What follows belongs to an exercise in optimizing a design on an open flow for small area; a production flow would make more cautious choices.
Where RTL was checked, it was by simulation tests only, not by an equivalence proof against the original.
No driver is modelled on the clock port, so clock power and skew are understated where the tree is cut down; a real chip needs a root buffer or a tree.
Power is estimated from default activity; no workload was simulated.

==> module white_ball_motion, before the edit <==
module white_ball_motion (
	input  logic                     clk,
	input  logic                     resetN,
	input  logic                     start_of_frame,
	input  logic                     hit,
	input  logic                     can_cont,
	input  logic [11-1:0] cursor_x,
	input  logic [11-1:0] cursor_y,
	input  logic [4-1:0] power,
	input  logic                     pocket,
	input  logic                     fast_gift,
	input  logic                     slow_gift,
	output logic signed [12-1:0] pos_x,
	output logic signed [12-1:0] pos_y,
	output logic signed [16-1:0] speed_x,
	output logic signed [16-1:0] speed_y,
	output logic                     moving
);
	logic [17:0] px, py;
	logic [15:0] vx, vy;
	logic        req_level_q, req_q, shot_valid_q;
	logic        req_d;
	logic [12:0] xr_q, mr_n_q;  
	logic [3:0]  pow_n_q;       
	logic [18:0] dx_s, dy_s;
	logic [12:0] m_d;
	logic [3:0]  m_p;
	logic [12:0] row0, row1, row2, row3;
	logic [18:0] acc1, acc2, acc3;
	logic [12:0] prod;
	logic        ovf, pos_ovf, neg_ovf;
	logic [12:0] m_sat;
	assign req_d = hit & can_cont & ~req_level_q;
	assign dx_s = ~ball_pkg::wb_add18(~{{6{px[17]}}, px[17:6]}, {7'h00, cursor_x}, 1'b0);
	assign dy_s = ~ball_pkg::wb_add18(~{{6{py[17]}}, py[17:6]}, {7'h00, cursor_y}, 1'b0);
	assign m_d = ~mr_n_q;
	assign m_p = ~pow_n_q;
	assign row0 = m_d & {13{m_p[0]}};
	assign row1 = {m_d[11:0], 1'b0} & {13{m_p[1]}};
	assign row2 = {m_d[10:0], 2'b0} & {13{m_p[2]}};
	assign row3 = {m_d[9:0], 3'b0} & {13{m_p[3]}};
	assign acc1 = ball_pkg::wb_add18({5'd0, row0}, {5'd0, row1}, 1'b0);
	assign acc2 = ball_pkg::wb_add18({5'd0, acc1[12:0]}, {5'd0, row2}, 1'b0);
	assign acc3 = ball_pkg::wb_add18({5'd0, acc2[12:0]}, {5'd0, row3}, 1'b0);
	assign prod = acc3[12:0];
	assign ovf = (m_p[1] && m_d[12] != m_d[11]) ||
	             (m_p[2] && m_d[12:10] != {3{m_d[12]}}) ||
	             (m_p[3] && m_d[12:9] != {4{m_d[12]}}) ||
	             (row0[12] == row1[12] && acc1[12] != row0[12]) ||
	             (acc1[12] == row2[12] && acc2[12] != acc1[12]) ||
	             (acc2[12] == row3[12] && acc3[12] != acc2[12]);
	assign pos_ovf = !m_d[12] && ovf;
	assign neg_ovf = m_d[12] && (ovf || prod == 13'h1000);
	assign m_sat   = (pos_ovf || neg_ovf) ? {neg_ovf, {11{pos_ovf}}, 1'b1} : prod;
	always_ff @(posedge clk or negedge resetN) begin
		if (!resetN) begin
			req_level_q  <= 1'b0;
			req_q        <= 1'b0;
			shot_valid_q <= 1'b0;
		end else begin
			req_level_q  <= hit & can_cont;
			req_q        <= req_d;
			shot_valid_q <= req_q;
		end
	end
	always_ff @(posedge clk) begin
		xr_q <= req_q ? m_sat : dx_s[12:0];
		mr_n_q <= ~(req_q ? xr_q : dy_s[12:0]);
		if (req_d) pow_n_q <= ~power;
	end
	logic        sx, same;
	logic [18:0] t;
	logic        t_neg, t_zero;
	logic        dec_x, dec_y, dec_x_q, dec_y_q;
	assign sx     = vx[15];
	assign same   = vx[15] ~^ vy[15];
	assign t      = ball_pkg::wb_add18({3'b000, vx[14:0]}, {3'b000, vy[14:0] ^ {15{same}}}, same);
	assign t_neg  = !t[15];
	assign t_zero = t[15] && t[14:0] == 15'd0;
	assign dec_x  = sx ? (t_neg || t_zero) : !t_neg;
	assign dec_y  = sx ? !t_neg : (t_neg || t_zero);
	wb_axis #(
		.START_RAW (18'(280 * 64)),
		.HIGH_EDGE ((639 - 62) * 64)
	) u_x (
		.clk (clk), .resetN (resetN), .pocket (pocket), .sof (start_of_frame),
		.shot_valid (shot_valid_q), .slow_gift (slow_gift), .fast_gift (fast_gift),
		.shot (m_sat), .dec (dec_x_q), .p_q (px), .v_q (vx)
	);
	wb_axis #(
		.START_RAW (18'(185 * 64)),
		.HIGH_EDGE ((479 - 62) * 64)
	) u_y (
		.clk (clk), .resetN (resetN), .pocket (pocket), .sof (start_of_frame),
		.shot_valid (shot_valid_q), .slow_gift (slow_gift), .fast_gift (fast_gift),
		.shot (xr_q), .dec (dec_y_q), .p_q (py), .v_q (vy)
	);
	always_ff @(posedge clk or negedge resetN) begin
		if (!resetN) begin
			speed_x <= '0;
			speed_y <= '0;
			dec_x_q <= 1'b1;
			dec_y_q <= 1'b1;
		end else begin
			speed_x <= vx;
			speed_y <= vy;
			dec_x_q <= dec_x;
			dec_y_q <= dec_y;
		end
	end
	assign pos_x  = px[17:6];
	assign pos_y  = py[17:6];
	assign moving = |{speed_x, speed_y};
endmodule
Settings: LEC_CHECK=0, CAP_MARGIN=20, CORE_MARGIN=2, CORE_UTILIZATION=40, CTS_BUF_LIST=sky130_fd_sc_hd__clkbuf_4 sky130_fd_sc_hd__clkbuf_8, PLACE_DENSITY=0.8, SLEW_MARGIN=20; clock period 10.0 ns.
standard.sh (not shown) runs the stock make flow with config.mk's settings and CLKGATE_MAP_FILE= SYNTH_SCRIPT=/design/flow/synth_recipe.tcl, a recipe that flattens the netlist after the stock synthesis.
==> flow/flow/run.sh <==
#!/bin/bash
# Own layout flow: the standard ORFS flow with
#  - no ABC pass inside yosys synth before the adder extraction, and an
#    area-oriented ABC script for the combinational mapping (registers
#    are untouched: same synthesis script, same flops and names),
#  - the smallest buffer for the port buffers,
#  - a small hand-built clock tree (flow/mytree.tcl): one root buffer and
#    eight leaf buffers, balanced by construction.
set -euo pipefail
here=$(pwd)
rm -rf "$here/abc_scripts"
cp -r "$FLOW_HOME/scripts" "$here/abc_scripts"
cp "$here/flow/abc_area.script" "$here/abc_scripts/abc_area.script"
bash standard.sh SCRIPTS_DIR="$here/abc_scripts" ABC_AREA=1 SYNTH_ARGS=-noabc synth > "$here/synth.log" 2>&1
bash standard.sh \
  'BUFFER_PORTS_ARGS=-buffer_cell sky130_fd_sc_hd__buf_1' \
  "PRE_CTS_TCL=$here/flow/mytree.tcl" \
  finish > "$here/layout.log" 2>&1
Other scripts of this flow, unchanged in this note and not shown: flow/flow/abc_area.script, flow/flow/mytree.tcl
The baseline completed without violations.
==> next run, changes <==
--- a/flow/design.v
+++ b/flow/design.v
@@ -106,12 +106,12 @@
 	logic [18:0] acc1, acc2, acc3;
 	logic [12:0] prod;
 	logic        ovf, pos_ovf, neg_ovf;
 	logic [12:0] m_sat;
 	assign req_d = hit & can_cont & ~req_level_q;
-	assign dx_s = ~ball_pkg::wb_add18(~{{6{px[17]}}, px[17:6]}, {7'h00, cursor_x}, 1'b0);
-	assign dy_s = ~ball_pkg::wb_add18(~{{6{py[17]}}, py[17:6]}, {7'h00, cursor_y}, 1'b0);
+	assign dx_s = ball_pkg::wb_add18({{6{px[17]}}, px[17:6]}, {7'h7f, ~cursor_x}, 1'b1);
+	assign dy_s = ball_pkg::wb_add18({{6{py[17]}}, py[17:6]}, {7'h7f, ~cursor_y}, 1'b1);
 	assign m_d = ~mr_n_q;
 	assign m_p = ~pow_n_q;
 	assign row0 = m_d & {13{m_p[0]}};
 	assign row1 = {m_d[11:0], 1'b0} & {13{m_p[1]}};
 	assign row2 = {m_d[10:0], 2'b0} & {13{m_p[2]}};
The new run completed with no timing, DRC or antenna violations.
Clock power falls by about 10%.
Routed wire length falls by 1.8%.
Flip-flop and latch count does not change.
Power rises by 4.1%.
Worst setup slack is worse by 92 ps.
Global-route usage falls by 0.85 points.
Core utilization hardly moves.
No run of this note takes its clock network from TritonCTS; it comes from the design's own scripts or RTL.

---

== JK ==
The RTL this note starts from:
==> flow/design.v <==
`default_nettype none
package ball_pkg;
	function automatic logic [18:0] wb_add18(input logic [17:0] a, input logic [17:0] b, input logic cin);
		logic c;
		c = cin;
		for (int i = 0; i < 18; i++) begin
			wb_add18[i] = a[i] ^ b[i] ^ c;
			c = (a[i] & b[i]) | (c & (a[i] ^ b[i]));
		end
		wb_add18[18] = c;
	endfunction
endpackage
`default_nettype wire
`timescale 1ns/10ps
`default_nettype none
module wb_axis #(
	parameter logic [17:0] START_RAW = 18'd0,
	parameter int          HIGH_EDGE = 0
) (
	input  logic        clk,
	input  logic        resetN,
	input  logic        pocket,
	input  logic        sof,
	input  logic        shot_valid,
	input  logic        slow_gift,
	input  logic        fast_gift,
	input  logic [12:0] shot,
	input  logic        dec,
	output logic [17:0] p_q,
	output logic [15:0] v_q
);
	logic [1:0]  blk_q;
	logic        s;
	logic        at_cushion, bounce;
	logic        stop_v;
	logic        inv;
	logic [15:0] a, r;
	logic [18:0] sum;
	logic [17:0] p_add;
	assign s = v_q[15];
	assign at_cushion = ($signed(p_q) <= $signed(18'(30*64))) || ($signed(p_q) >= $signed(18'(HIGH_EDGE)));
	assign bounce = at_cushion && blk_q == 2'd0 && !pocket && !sof && !shot_valid && !slow_gift && !fast_gift;
	assign stop_v = (v_q[15:3] == 13'd0 && !(v_q[2] && v_q[1:0] != 2'd0)) || (v_q[15:2] == 14'h3fff);
	always_comb begin
		inv = !sof && !slow_gift;
		a   = v_q ^ {16{inv}};
		sum = ball_pkg::wb_add18({2'b00, a}, {2'b00, {14{sof & ~s}}, sof & s, sof}, inv | (!sof & slow_gift & s));
		r   = sum[15:0];
	end
	assign p_add = ball_pkg::wb_add18(p_q, {{2{s}}, v_q} & {18{sof}}, 1'b0);
	always_ff @(posedge clk or negedge resetN) begin
		if (!resetN) begin
			p_q   <= START_RAW;
			v_q   <= '0;
			blk_q <= '0;
		end else begin
			if (pocket) begin
				p_q <= START_RAW;
			end else begin
				p_q <= p_add[17:0];
			end
			if (pocket) begin
				v_q <= '0;
			end else if (sof) begin
				if (stop_v) v_q <= '0;
				else if (dec) v_q <= r;
			end else if (shot_valid) begin
				v_q <= {{3{shot[12]}}, shot};
			end else if (slow_gift) begin
				v_q <= {r[15], r[15:1]};
			end else if (fast_gift) begin
				v_q <= {v_q[14:0], 1'b0};
			end else if (bounce) begin
				v_q <= r;
			end
			if (bounce) blk_q <= 2'd1;
			else if (sof && blk_q != 2'd0) blk_q <= blk_q + 2'd1;
		end
	end
endmodule
module white_ball_motion (
	input  logic                     clk,
	input  logic                     resetN,
	input  logic                     start_of_frame,
	input  logic                     hit,
	input  logic                     can_cont,
	input  logic [11-1:0] cursor_x,
	input  logic [11-1:0] cursor_y,
	input  logic [4-1:0] power,
	input  logic                     pocket,
	input  logic                     fast_gift,
	input  logic                     slow_gift,
	output logic signed [12-1:0] pos_x,
	output logic signed [12-1:0] pos_y,
	output logic signed [16-1:0] speed_x,
	output logic signed [16-1:0] speed_y,
	output logic                     moving
);
	logic [17:0] px, py;
	logic [15:0] vx, vy;
	logic        req_level_q, req_q, shot_valid_q;
	logic        req_d;
	logic [12:0] xr_q, dy_q;    
	logic [3:0]  pow_q;
	logic [18:0] dx_s, dy_s;
	logic [12:0] m_d;
	logic [3:0]  m_p;
	logic [12:0] row0, row1, row2, row3;
	logic [18:0] acc1, acc2, acc3;
	logic [12:0] prod;
	logic        ovf, pos_ovf, neg_ovf;
	logic [12:0] m_sat;
	assign req_d = hit & can_cont & ~req_level_q;
	assign dx_s = ball_pkg::wb_add18({{6{px[17]}}, px[17:6]}, {7'h7f, ~cursor_x}, 1'b1);
	assign dy_s = ball_pkg::wb_add18({{6{py[17]}}, py[17:6]}, {7'h7f, ~cursor_y}, 1'b1);
	assign m_d = shot_valid_q ? dy_q : xr_q;
	assign m_p = pow_q;
	assign row0 = m_d & {13{m_p[0]}};
	assign row1 = {m_d[11:0], 1'b0} & {13{m_p[1]}};
	assign row2 = {m_d[10:0], 2'b0} & {13{m_p[2]}};
	assign row3 = {m_d[9:0], 3'b0} & {13{m_p[3]}};
	assign acc1 = ball_pkg::wb_add18({5'd0, row0}, {5'd0, row1}, 1'b0);
	assign acc2 = ball_pkg::wb_add18({5'd0, acc1[12:0]}, {5'd0, row2}, 1'b0);
	assign acc3 = ball_pkg::wb_add18({5'd0, acc2[12:0]}, {5'd0, row3}, 1'b0);
	assign prod = acc3[12:0];
	assign ovf = (m_p[1] && m_d[12] != m_d[11]) ||
	             (m_p[2] && m_d[12:10] != {3{m_d[12]}}) ||
	             (m_p[3] && m_d[12:9] != {4{m_d[12]}}) ||
	             (row0[12] == row1[12] && acc1[12] != row0[12]) ||
	             (acc1[12] == row2[12] && acc2[12] != acc1[12]) ||
	             (acc2[12] == row3[12] && acc3[12] != acc2[12]);
	assign pos_ovf = !m_d[12] && ovf;
	assign neg_ovf = m_d[12] && (ovf || prod == 13'h1000);
	assign m_sat   = pos_ovf ? 13'h0fff : neg_ovf ? 13'h1001 : prod;
	always_ff @(posedge clk or negedge resetN) begin
		if (!resetN) begin
			req_level_q  <= 1'b0;
			req_q        <= 1'b0;
			shot_valid_q <= 1'b0;
		end else begin
			req_level_q  <= hit & can_cont;
			req_q        <= req_d;
			shot_valid_q <= req_q;
		end
	end
	always_ff @(posedge clk) begin
		xr_q <= req_q ? m_sat : dx_s[12:0];
		if (req_d) begin
			dy_q  <= dy_s[12:0];
			pow_q <= power;
		end
	end
	logic        sx, sy;
	logic [14:0] ax, ay;
	logic [18:0] dif;
	logic        d_neg, d_zero, d_m1, d_p1;
	logic        dec_x, dec_y;
	assign sx = speed_x[15];
	assign sy = speed_y[15];
	assign ax = speed_x[14:0] ^ {15{sx}};
	assign ay = speed_y[14:0] ^ {15{sy}};
	assign dif = ball_pkg::wb_add18({3'b000, ax}, {3'b111, ~ay}, 1'b1);
	assign d_neg  = dif[15];
	assign d_zero = dif[15:0] == 16'd0;
	assign d_m1   = dif[15:0] == 16'hffff;
	assign d_p1   = dif[15:0] == 16'd1;
	always_comb begin
		case ({sx, sy})
			2'b10: begin
				dec_x = !d_neg || d_m1;
				dec_y = d_neg;
			end
			2'b01: begin
				dec_x = !d_neg && !d_zero;
				dec_y = d_neg || d_zero || d_p1;
			end
			default: begin
				dec_x = !d_neg;
				dec_y = d_neg || d_zero;
			end
		endcase
	end
	wb_axis #(
		.START_RAW (18'(280 * 64)),
		.HIGH_EDGE ((639 - 62) * 64)
	) u_x (
		.clk (clk), .resetN (resetN), .pocket (pocket), .sof (start_of_frame),
		.shot_valid (shot_valid_q), .slow_gift (slow_gift), .fast_gift (fast_gift),
		.shot (xr_q), .dec (dec_x), .p_q (px), .v_q (vx)
	);
	wb_axis #(
		.START_RAW (18'(185 * 64)),
		.HIGH_EDGE ((479 - 62) * 64)
	) u_y (
		.clk (clk), .resetN (resetN), .pocket (pocket), .sof (start_of_frame),
		.shot_valid (shot_valid_q), .slow_gift (slow_gift), .fast_gift (fast_gift),
		.shot (m_sat), .dec (dec_y), .p_q (py), .v_q (vy)
	);
	always_ff @(posedge clk or negedge resetN) begin
		if (!resetN) begin
			speed_x <= '0;
			speed_y <= '0;
		end else begin
			speed_x <= vx;
			speed_y <= vy;
		end
	end
	assign pos_x  = px[17:6];
	assign pos_y  = py[17:6];
	assign moving = |{speed_x, speed_y};
endmodule
`default_nettype wire
==> flow/config.mk <==
export PLATFORM = sky130hd
export DESIGN_NAME = white_ball_motion
export DESIGN_NICKNAME = white_ball_motion
export VERILOG_FILES = /design/flow/design.v
export SDC_FILE = /design/flow/constraint.sdc
export NUM_CORES = 4
export LEC_CHECK = 0
export CAP_MARGIN = 20
export CORE_MARGIN = 2
export CORE_UTILIZATION = 40
export CTS_BUF_LIST = sky130_fd_sc_hd__clkbuf_4 sky130_fd_sc_hd__clkbuf_8
export SLEW_MARGIN = 20
==> flow/constraint.sdc <==
create_clock -name core_clock -period 10.0 [get_ports {clk}]
set_input_delay 2.0000 -clock core_clock [delete_from_list [all_inputs] [get_ports {clk}]]
set_output_delay 2.0000 -clock core_clock [all_outputs]
set_load 0.01 [all_outputs]
==> flow/flow/run.sh <==
#!/bin/bash
# Own layout flow: the standard ORFS flow with
#  - an area-oriented ABC script for the combinational mapping (registers
#    are untouched: same synthesis script, same flops and names),
#  - the smallest buffer for the port buffers,
#  - small clock buffers and no CTS dummy loads.
set -euo pipefail
here=$(pwd)
rm -rf "$here/abc_scripts"
cp -r "$FLOW_HOME/scripts" "$here/abc_scripts"
cp "$here/flow/abc_area.script" "$here/abc_scripts/abc_area.script"
bash standard.sh SCRIPTS_DIR="$here/abc_scripts" ABC_AREA=1 synth > "$here/synth.log" 2>&1
bash standard.sh \
  'BUFFER_PORTS_ARGS=-buffer_cell sky130_fd_sc_hd__buf_1' \
  'CTS_ARGS=-sink_clustering_enable -repair_clock_nets -buf_list {sky130_fd_sc_hd__clkbuf_4 sky130_fd_sc_hd__clkbuf_8} -dont_use_dummy_load' \
  finish > "$here/layout.log" 2>&1
==> flow/flow/abc_area.script <==
strash
&get -n
&deepsyn -T 60
&put
dch -f
map -a
topo
For MS, these inputs were changed with respect to JK:
--- a/flow/design.v
+++ b/flow/design.v
@@ -31,22 +31,24 @@
 );
 	logic [1:0]  blk_q;
 	logic        s;
 	logic        at_cushion, bounce;
 	logic        stop_v;
-	logic        inv;
+	logic        inv, fric;
 	logic [15:0] a, r;
 	logic [18:0] sum;
 	logic [17:0] p_add;
 	assign s = v_q[15];
+	assign fric = sof & dec;
 	assign at_cushion = ($signed(p_q) <= $signed(18'(30*64))) || ($signed(p_q) >= $signed(18'(HIGH_EDGE)));
 	assign bounce = at_cushion && blk_q == 2'd0 && !pocket && !sof && !shot_valid && !slow_gift && !fast_gift;
 	assign stop_v = (v_q[15:3] == 13'd0 && !(v_q[2] && v_q[1:0] != 2'd0)) || (v_q[15:2] == 14'h3fff);
 	always_comb begin
-		inv = !sof && !slow_gift;
+		inv = bounce;
 		a   = v_q ^ {16{inv}};
-		sum = ball_pkg::wb_add18({2'b00, a}, {2'b00, {14{sof & ~s}}, sof & s, sof}, inv | (!sof & slow_gift & s));
+		sum = ball_pkg::wb_add18({2'b00, a}, {2'b00, {14{fric & ~s}}, fric & s, fric},
+			bounce | (!sof & slow_gift & s));
 		r   = sum[15:0];
 	end
 	assign p_add = ball_pkg::wb_add18(p_q, {{2{s}}, v_q} & {18{sof}}, 1'b0);
 	always_ff @(posedge clk or negedge resetN) begin
 		if (!resetN) begin
@@ -57,22 +59,19 @@
 			if (pocket) begin
 				p_q <= START_RAW;
 			end else begin
 				p_q <= p_add[17:0];
 			end
-			if (pocket) begin
+			if (pocket || (sof && stop_v)) begin
 				v_q <= '0;
-			end else if (sof) begin
-				if (stop_v) v_q <= '0;
-				else if (dec) v_q <= r;
-			end else if (shot_valid) begin
+			end else if (!sof && shot_valid) begin
 				v_q <= {{3{shot[12]}}, shot};
-			end else if (slow_gift) begin
+			end else if (!sof && slow_gift) begin
 				v_q <= {r[15], r[15:1]};
-			end else if (fast_gift) begin
+			end else if (!sof && fast_gift) begin
 				v_q <= {v_q[14:0], 1'b0};
-			end else if (bounce) begin
+			end else begin
 				v_q <= r;
 			end
 			if (bounce) blk_q <= 2'd1;
 			else if (sof && blk_q != 2'd0) blk_q <= blk_q + 2'd1;
 		end
Notes after the runs:
Of MS and JK, only MS fails to finish with a clean layout.
| number of detailed-routing iterations run before antenna repair | MS vs JK | 2 lower |
Diff MS..JK | global-route usage | negligible
Diff JK -> MS: hold slack down 37 ps; number of cells on the critical path moved up; die extent in x fell by about 1%.
MS ended with less worst setup slack than JK.
Side by side, final period utilization turned out higher in MS than in JK.
In the flow results for MS and JK, the sequential share of layout area is smaller on MS.
MS against JK: count of mapped cells out of synthesis lost 3.5%; die area moved down.
Function not checked in MS: the RTL went through the layout flow alone.

re-timing with driven ports:
The flow's constraints put no driver on any port. The routed layouts listed below were extracted and timed again, unchanged, in two steps. Step 1 (the two cells are an assumption about what drives the block):
set clk [get_ports {clk}]
set_driving_cell -lib_cell sky130_fd_sc_hd__clkbuf_16 $clk
set_driving_cell -lib_cell sky130_fd_sc_hd__buf_2 [delete_from_list [all_inputs] $clk]
Step 2 times the ports against the registers' clock, not the clock port: input delays grow and output delays shrink by t, the midpoint of the rising clock arrivals with the driver on. Three values: ideal, step 1, step 2; two values: the first two.
| run | t (ns) | slack for setup (ns) | hold WS [ns] | pins driven straight from the clock port |
|---|---|---|---|---|
| the first run of note 1 | 0.477 | 0.431 / 0.446 / -0.031 | 0.462 / 0.462 / 0.462 | 1 |
| the second run of note 1 | 0.461 | 0.339 / 0.357 / -0.104 | 0.458 / 0.458 / 0.458 | 1 |
| JK | 0.483 | 0.760 / 0.730 / 0.247 | 0.474 / 0.474 / 0.474 | 1 |
| MS | 0.477 | -2.325 / -2.325 / -2.325 | 0.437 / 0.437 / 0.437 | 1 |
With both steps, setup timing fails in the first run of note 1 and the second run of note 1, where it was met with ideal ports. The setup slack of JK, which loses most, moves by -0.030 ns with the drivers and by -0.513 ns with both steps.
